Background: an optimization exercise with open tools, aiming at small area, a short achievable clock period and few clock cycles per item. Do not read the settings as production practice.
At most, simulation tests tie the RTL to the original design; equivalence was not proved.
No activity file was given, so power comes from the tool's default toggle rates.

==> try-pepper: inputs <==
==> flow/design.v (excerpt) <==
module sliding_window_median_filter_top (
  input  logic        clk_i,
  input  logic        rst_ni,
  input  logic        s_axis_tvalid,
  output logic        s_axis_tready,
  input  logic [15:0] s_axis_tdata,    
  output logic        m_axis_tvalid,
  input  logic        m_axis_tready,
  output logic [15:0] m_axis_tdata,    
  output logic        m_axis_tuser     
);
==> module smf_cell, before the edit <==
module smf_cell #(
  parameter int POS = 0
) (
  input  logic             clk_i,
  input  logic             rst_ni,
  input  logic             en_i,       
  input  logic             odd_i,      
  input  smf_pkg::sample_t x_i,        
  input  smf_pkg::rank_t   r_old_i,    
  input  logic             valid_i,    
  input  smf_pkg::sample_t value_i,    
  input  smf_pkg::rank_t   rank_i,     
  output logic             valid_o,
  output smf_pkg::sample_t value_o,
  output smf_pkg::rank_t   rank_o,
  output smf_pkg::rank_t   rank_next_o,  
  output logic             le_o,         
  output logic [6:0]       tap_o         
);
  localparam logic           FILL_HI  = (POS % 2) == 0;
  localparam smf_pkg::rank_t RANK_RST = FILL_HI ? smf_pkg::rank_t'(8 + POS / 2)
                                                : smf_pkg::rank_t'(POS / 2);
  smf_pkg::sample_t value_q;
  smf_pkg::rank_t   rank_q, rank_c;
  logic             valid_q;
  logic             gt;
  assign rank_c = smf_pkg::gt4(rank_q, r_old_i) ? smf_pkg::dec4(rank_q) : rank_q;
  assign gt = valid_q ? smf_pkg::gt16(value_q, x_i) : (FILL_HI ^ odd_i);
  assign rank_next_o = gt ? smf_pkg::inc4(rank_c) : rank_c;
  assign le_o        = !gt;
  for (genvar k = 0; k < 7; k++) begin : g_tap
    assign tap_o[k] = le_o && (rank_c == smf_pkg::rank_t'(2 * k + 1));
  end
  always_ff @(posedge clk_i or negedge rst_ni) begin
    if (!rst_ni) begin
      valid_q <= 1'b0;
      rank_q  <= RANK_RST;
    end else if (en_i) begin
      valid_q <= valid_i;
      rank_q  <= rank_i;
    end
  end
  always_ff @(posedge clk_i) begin
    if (en_i) begin
      value_q <= value_i;
    end
  end
  assign valid_o = valid_q;
  assign value_o = value_q;
  assign rank_o  = rank_q;
endmodule
==> module smf_median, before the edit <==
module smf_median (
  input  smf_pkg::sample_t [smf_pkg::WINDOW-1:0] values_i,
  input  smf_pkg::rank_t   [smf_pkg::WINDOW-1:0] ranks_i,
  input  logic                                   odd_i,
  output logic [smf_pkg::DATA_W-1:0]             median_o
);
  localparam smf_pkg::rank_t LO = smf_pkg::rank_t'(smf_pkg::WINDOW / 2 - 1);
  localparam smf_pkg::rank_t HI = smf_pkg::rank_t'(smf_pkg::WINDOW / 2);
  smf_pkg::sample_t               a, b;
  logic [smf_pkg::SAMPLE_WIDTH:0] sum;
  always_comb begin
    a = '0;
    b = '0;
    for (int j = 0; j < smf_pkg::WINDOW; j++) begin
      a |= {smf_pkg::SAMPLE_WIDTH{ranks_i[j] == LO}} & values_i[j];
      b |= {smf_pkg::SAMPLE_WIDTH{odd_i ? (ranks_i[j] == LO) : (ranks_i[j] == HI)}} & values_i[j];
    end
  end
  assign sum      = {1'b0, a} + {1'b0, b};
  assign median_o = sum[smf_pkg::SAMPLE_WIDTH:1];
endmodule
==> module sliding_window_median_filter_top, before the edit <==
module sliding_window_median_filter_top (
  input  logic        clk_i,
  input  logic        rst_ni,
  input  logic        s_axis_tvalid,
  output logic        s_axis_tready,
  input  logic [15:0] s_axis_tdata,    
  output logic        m_axis_tvalid,
  input  logic        m_axis_tready,
  output logic [15:0] m_axis_tdata,    
  output logic        m_axis_tuser     
);
  localparam int W = smf_pkg::WINDOW;
  smf_pkg::sample_t [W-1:0]       c_value;
  smf_pkg::rank_t   [W-1:0]       c_rank, c_rank_next;
  logic             [W-1:0]       c_valid, c_le;
  logic             [6:0]         c_tap [W];
  logic             [6:0]         tap;
  smf_pkg::sample_t               x;
  smf_pkg::rank_t                 x_rank;
  logic                           full;
  logic                           accept, out_free, load;
  logic                           pend_q, m_valid_q, m_full_q, odd_q;
  logic [smf_pkg::DATA_W-1:0]     median, m_data_q;
  assign x    = s_axis_tdata;
  assign full = c_valid[W-1];
  assign out_free      = !m_valid_q || m_axis_tready;
  assign load          = pend_q && out_free;
  assign s_axis_tready = !pend_q || out_free;
  assign accept        = s_axis_tvalid && s_axis_tready;
  always_comb begin
    tap = '0;
    for (int j = 0; j < W - 1; j++) begin
      tap |= c_tap[j];
    end
  end
  assign x_rank[3] = tap[3];
  assign x_rank[2] = (tap[1] & ~tap[3]) | tap[5];
  assign x_rank[1] = (tap[0] & ~tap[1]) | (tap[2] & ~tap[3]) | (tap[4] & ~tap[5]) | tap[6];
  assign x_rank[0] = ^c_le[W-2:0];
  for (genvar i = 0; i < W; i++) begin : g_cell
    smf_cell #(.POS(i)) u_cell (
      .clk_i       (clk_i),
      .rst_ni      (rst_ni),
      .en_i        (accept),
      .odd_i       (odd_q),
      .x_i         (x),
      .r_old_i     (c_rank[W-1]),
      .valid_i     ((i == 0) ? 1'b1 : c_valid[(i == 0) ? 0 : i-1]),
      .value_i     ((i == 0) ? x : c_value[(i == 0) ? 0 : i-1]),
      .rank_i      ((i == 0) ? x_rank : c_rank_next[(i == 0) ? 0 : i-1]),
      .valid_o     (c_valid[i]),
      .value_o     (c_value[i]),
      .rank_o      (c_rank[i]),
      .rank_next_o (c_rank_next[i]),
      .le_o        (c_le[i]),
      .tap_o       (c_tap[i])
    );
  end
  smf_median u_median (
    .values_i (c_value),
    .ranks_i  (c_rank),
    .odd_i    (odd_q),
    .median_o (median)
  );
  always_ff @(posedge clk_i or negedge rst_ni) begin
    if (!rst_ni) begin
      pend_q    <= 1'b0;
      m_valid_q <= 1'b0;
      odd_q     <= 1'b0;
    end else begin
      if (accept) begin
        pend_q <= 1'b1;
      end else if (out_free) begin
        pend_q <= 1'b0;
      end
      if (load) begin
        m_valid_q <= 1'b1;
      end else if (m_axis_tready) begin
        m_valid_q <= 1'b0;
      end
      if (accept && !full) begin
        odd_q <= !odd_q;
      end
    end
  end
  always_ff @(posedge clk_i) begin
    if (load) begin
      m_data_q <= median;
      m_full_q <= full;
    end
  end
  assign m_axis_tvalid = m_valid_q;
  assign m_axis_tdata  = m_data_q;
  assign m_axis_tuser  = m_full_q;
endmodule
clock: 5.5 ns
lec_check: 0
cap_margin: 20
core_margin: 2
core_utilization: 40
setup_slack_margin: 2.0
slew_margin: 20
run.sh (not shown) runs the stock make flow with config.mk's settings and CLKGATE_MAP_FILE= SYNTH_SCRIPT=/design/flow/synth_recipe.tcl, a recipe that flattens the netlist after the stock synthesis.
==> try-willow (differences from try-pepper) <==
==> flow/design.v (replaced) <==
package smf_pkg;
  localparam int WINDOW       = 16;
  localparam int SAMPLE_WIDTH = 16;
  localparam int DATA_W       = 16;
  localparam int IDX_W        = (WINDOW > 1) ? $clog2(WINDOW) : 1;
  localparam int CNT_W        = $clog2(WINDOW + 1);
  typedef logic [SAMPLE_WIDTH-1:0] sample_t;
  typedef logic [IDX_W-1:0]        rank_t;
  function automatic logic gt16(input sample_t a, input sample_t b);
    logic [15:0] g1, l1;
    logic [7:0]  g2, l2;
    logic [3:0]  g3, l3;
    logic [1:0]  g4, l4;
    g1 = a & ~b;
    l1 = ~a & b;
    for (int k = 0; k < 8; k++) begin
      g2[k] = g1[2*k+1] | (~l1[2*k+1] & g1[2*k]);
      l2[k] = l1[2*k+1] | (~g1[2*k+1] & l1[2*k]);
    end
    for (int k = 0; k < 4; k++) begin
      g3[k] = g2[2*k+1] | (~l2[2*k+1] & g2[2*k]);
      l3[k] = l2[2*k+1] | (~g2[2*k+1] & l2[2*k]);
    end
    for (int k = 0; k < 2; k++) begin
      g4[k] = g3[2*k+1] | (~l3[2*k+1] & g3[2*k]);
      l4[k] = l3[2*k+1] | (~g3[2*k+1] & l3[2*k]);
    end
    gt16 = g4[1] | (~l4[1] & g4[0]);
  endfunction
  function automatic logic gt4(input rank_t a, input rank_t b);
    logic [3:0] g1, l1;
    g1 = a & ~b;
    l1 = ~a & b;
    gt4 = g1[3] | (~l1[3] & (g1[2] | (~l1[2] & (g1[1] | (~l1[1] & g1[0])))));
  endfunction
  function automatic rank_t step4(input rank_t r, input logic inc, input logic dec);
    rank_t t;
    t[0] = inc | dec;
    t[1] = (inc & r[0]) | (dec & ~r[0]);
    t[2] = (inc & r[0] & r[1]) | (dec & ~r[0] & ~r[1]);
    t[3] = (inc & r[0] & r[1] & r[2]) | (dec & ~r[0] & ~r[1] & ~r[2]);
    step4 = r ^ t;
  endfunction
  function automatic rank_t popcount15(input logic [14:0] b);
    logic [4:0] s1, c1;
    logic       s6, c6, s7, c7, d1, e1, d2, e2, d3, e3, d4, e4;
    for (int k = 0; k < 5; k++) begin
      s1[k] = b[3*k] ^ b[3*k+1] ^ b[3*k+2];
      c1[k] = (b[3*k] & b[3*k+1]) | (b[3*k+2] & (b[3*k] ^ b[3*k+1]));
    end
    s6 = s1[0] ^ s1[1] ^ s1[2];
    c6 = (s1[0] & s1[1]) | (s1[2] & (s1[0] ^ s1[1]));
    s7 = s1[3] ^ s1[4] ^ s6;
    c7 = (s1[3] & s1[4]) | (s6 & (s1[3] ^ s1[4]));
    d1 = c1[0] ^ c1[1] ^ c1[2];
    e1 = (c1[0] & c1[1]) | (c1[2] & (c1[0] ^ c1[1]));
    d2 = c1[3] ^ c1[4] ^ c6;
    e2 = (c1[3] & c1[4]) | (c6 & (c1[3] ^ c1[4]));
    d3 = d1 ^ d2 ^ c7;
    e3 = (d1 & d2) | (c7 & (d1 ^ d2));
    d4 = e1 ^ e2 ^ e3;
    e4 = (e1 & e2) | (e3 & (e1 ^ e2));
    popcount15 = {e4, d4, d3, s7};
  endfunction
endpackage
module smf_cell (
  input  logic             clk_i,
  input  logic             en_i,       
  input  logic             full_i,     
  input  logic             valid_i,    
  input  smf_pkg::sample_t x_i,        
  input  smf_pkg::rank_t   r_old_i,    
  input  smf_pkg::sample_t value_i,    
  input  smf_pkg::rank_t   rank_i,     
  output smf_pkg::sample_t value_o,
  output smf_pkg::rank_t   rank_o,
  output smf_pkg::rank_t   rank_next_o,  
  output logic             le_o          
);
  smf_pkg::sample_t value_q;
  smf_pkg::rank_t   rank_q;
  logic             gt, dn;
  assign gt = smf_pkg::gt16(value_q, x_i);
  assign dn = full_i && smf_pkg::gt4(rank_q, r_old_i);
  assign rank_next_o = smf_pkg::step4(rank_q, gt && !dn, dn && !gt);
  assign le_o        = valid_i && !gt;
  always_ff @(posedge clk_i) begin
    if (en_i) begin
      value_q <= value_i;
      rank_q  <= rank_i;
    end
  end
  assign value_o = value_q;
  assign rank_o  = rank_q;
endmodule
module smf_median (
  input  smf_pkg::sample_t [smf_pkg::WINDOW-1:0] values_i,
  input  smf_pkg::rank_t   [smf_pkg::WINDOW-1:0] ranks_i,
  input  logic             [smf_pkg::WINDOW-1:0] valid_i,
  input  logic [smf_pkg::CNT_W-1:0]              count_i,
  output logic [smf_pkg::DATA_W-1:0]             median_o
);
  logic [smf_pkg::CNT_W-1:0]      lo_full;
  smf_pkg::rank_t                 hi_idx, lo_idx;
  smf_pkg::sample_t               a, b;
  logic [smf_pkg::SAMPLE_WIDTH:0] sum;
  assign lo_full = count_i - smf_pkg::CNT_W'(1);
  assign hi_idx  = smf_pkg::IDX_W'(count_i >> 1);
  assign lo_idx  = smf_pkg::IDX_W'(lo_full >> 1);
  always_comb begin
    a = '0;
    b = '0;
    for (int j = 0; j < smf_pkg::WINDOW; j++) begin
      a |= {smf_pkg::SAMPLE_WIDTH{valid_i[j] && (ranks_i[j] == lo_idx)}} & values_i[j];
      b |= {smf_pkg::SAMPLE_WIDTH{valid_i[j] && (ranks_i[j] == hi_idx)}} & values_i[j];
    end
  end
  assign sum      = {1'b0, a} + {1'b0, b};
  assign median_o = sum[smf_pkg::SAMPLE_WIDTH:1];
endmodule
module sliding_window_median_filter_top (
  input  logic        clk_i,
  input  logic        rst_ni,
  input  logic        s_axis_tvalid,
  output logic        s_axis_tready,
  input  logic [15:0] s_axis_tdata,    
  output logic        m_axis_tvalid,
  input  logic        m_axis_tready,
  output logic [15:0] m_axis_tdata,    
  output logic        m_axis_tuser     
);
  localparam int W = smf_pkg::WINDOW;
  smf_pkg::sample_t [W-1:0]       c_value;
  smf_pkg::rank_t   [W-1:0]       c_rank, c_rank_next;
  logic             [W-1:0]       c_valid, c_le;
  smf_pkg::sample_t               x;
  smf_pkg::rank_t                 x_rank;
  logic                           full;
  logic                           pend_q, m_valid_q, m_full_q;
  logic                           out_free, load, accept;
  logic [smf_pkg::CNT_W-1:0]      cnt_q;
  logic [smf_pkg::DATA_W-1:0]     median, m_data_q;
  assign x    = s_axis_tdata;
  assign full = cnt_q[smf_pkg::CNT_W-1];
  assign out_free      = !m_valid_q || m_axis_tready;
  assign load          = pend_q && out_free;
  assign s_axis_tready = !pend_q || out_free;
  assign accept        = s_axis_tvalid && s_axis_tready;
  assign x_rank = smf_pkg::popcount15(c_le[W-2:0]);
  for (genvar i = 0; i < W; i++) begin : g_cell
    assign c_valid[i] = cnt_q > smf_pkg::CNT_W'(i);
    smf_cell u_cell (
      .clk_i       (clk_i),
      .en_i        (accept),
      .full_i      (full),
      .valid_i     (c_valid[i]),
      .x_i         (x),
      .r_old_i     (c_rank[W-1]),
      .value_i     ((i == 0) ? x : c_value[(i == 0) ? 0 : i-1]),
      .rank_i      ((i == 0) ? x_rank : c_rank_next[(i == 0) ? 0 : i-1]),
      .value_o     (c_value[i]),
      .rank_o      (c_rank[i]),
      .rank_next_o (c_rank_next[i]),
      .le_o        (c_le[i])
    );
  end
  smf_median u_median (
    .values_i (c_value),
    .ranks_i  (c_rank),
    .valid_i  (c_valid),
    .count_i  (cnt_q),
    .median_o (median)
  );
  always_ff @(posedge clk_i or negedge rst_ni) begin
    if (!rst_ni) begin
      pend_q    <= 1'b0;
      m_valid_q <= 1'b0;
      cnt_q     <= '0;
    end else begin
      if (accept) begin
        pend_q <= 1'b1;
      end else if (out_free) begin
        pend_q <= 1'b0;
      end
      if (load) begin
        m_valid_q <= 1'b1;
      end else if (m_axis_tready) begin
        m_valid_q <= 1'b0;
      end
      if (accept && !full) begin
        cnt_q <= cnt_q + smf_pkg::CNT_W'(1);
      end
    end
  end
  always_ff @(posedge clk_i) begin
    if (load) begin
      m_data_q <= median;
      m_full_q <= full;
    end
  end
  assign m_axis_tvalid = m_valid_q;
  assign m_axis_tdata  = m_data_q;
  assign m_axis_tuser  = m_full_q;
endmodule
- ABC_CLOCK_PERIOD_IN_PS: unset -> 3000
- SETUP_SLACK_MARGIN: 2.0 -> unset
==> run notes <==
- try-willow completed and failed the layout checks on setup timing. try-pepper passed the timing, design-rule and antenna checks.
- Between try-willow and try-pepper, the lower maximum frequency is in try-willow (gap 21%, measured against try-pepper).
- Against try-willow, the first-iteration DRC count of try-pepper is lower by 1.2%.
- In try-willow the synthesized cell count is smaller than in try-pepper, by 18%.
- Against try-willow, the die area of try-pepper is larger by about 8%.
- Of try-pepper and try-willow, try-pepper has the higher total power (gap 49%, measured against try-willow).
- Between try-willow and try-pepper, the lower worst setup slack is in try-willow (gap 1.2 ns).
- Sequential share of layout area: try-pepper is lower than try-willow (3.4 points).
- Register-to-register slack: try-pepper is better than try-willow (1.1 ns).
==> figures <==
item	try-willow	try-pepper
Via density per instance	6.53	6.70
Flip-flop and latch area	0.0103 mm²	0.0103 mm²
Count of cells resized by post-cts repair	42	250
Final Net Count	2349	2771
Ratio of final minimum period to clock period	106%	83.1%
Portion of netlist area occupied by mux cells	0.890%	0.658%
Minimum setup slack in the final design	-0.306 ns	0.929 ns
Worst hold margin	0.498 ns	0.492 ns
Sequential element share of the synthesized area	45.8%	42.4%
Total buffers and inverters traversed by the critical path	4	7
Outcome	complete, but fails checks	timing/DRC/antenna clean
Violated checks	setup timing	-
Final core utilization	49.3%	49.9%
Power consumed by the clock network	2.90 mW	3.19 mW
Library cell appearing most often on the critical path	maj3_2	buf_12
Synthesized area per cell	11.0 µm²	9.77 µm²
Drt pass-1 iters	9	10
Inverter count of the layout excluding clock inverters	85	158
Combinational-cell power consumption	6.22 mW	12.3 mW
Testbench counts of try-pepper, summed over its fixed seeds: cycles 16,016, items 16,000.
The RTL of try-willow was laid out without a check of its function.

[what the ideal ports hide]
No port has a modelled driver above. Below, the same layouts with a new extraction and two added sets of constraints.
Step 1: set_driving_cell puts a clkbuf_16 on clk_i and a buf_2 on each other input, an assumption about the parent block.
Step 2 adds t to the input delays and takes it off the output delays; t is the mean of the earliest and latest rising clock arrival at the registers after step 1. Input paths then give back, and output paths get back, about the clock's delay inside the block.
Slacks: no drivers / after step 1 / after step 2; pairs: no drivers / after step 1.
| run | t, ns | setup WS [ns] | hold WS [ns] | slew at the worst register clock pin (ns) | cell pins on the clock port's net |
|---|---|---|---|---|---|
| try-pepper | 0.657 | 0.929 / 0.929 / 0.825 | 0.492 / 0.492 / 0.492 | 0.07 / 0.07 | 1 |
| try-willow | 0.645 | -0.306 / -0.302 / -0.947 | 0.498 / 0.498 / 0.498 | 0.07 / 0.07 | 1 |
The setup slack of try-willow, which loses most, moves by +0.004 ns with the drivers and by -0.641 ns with both steps.
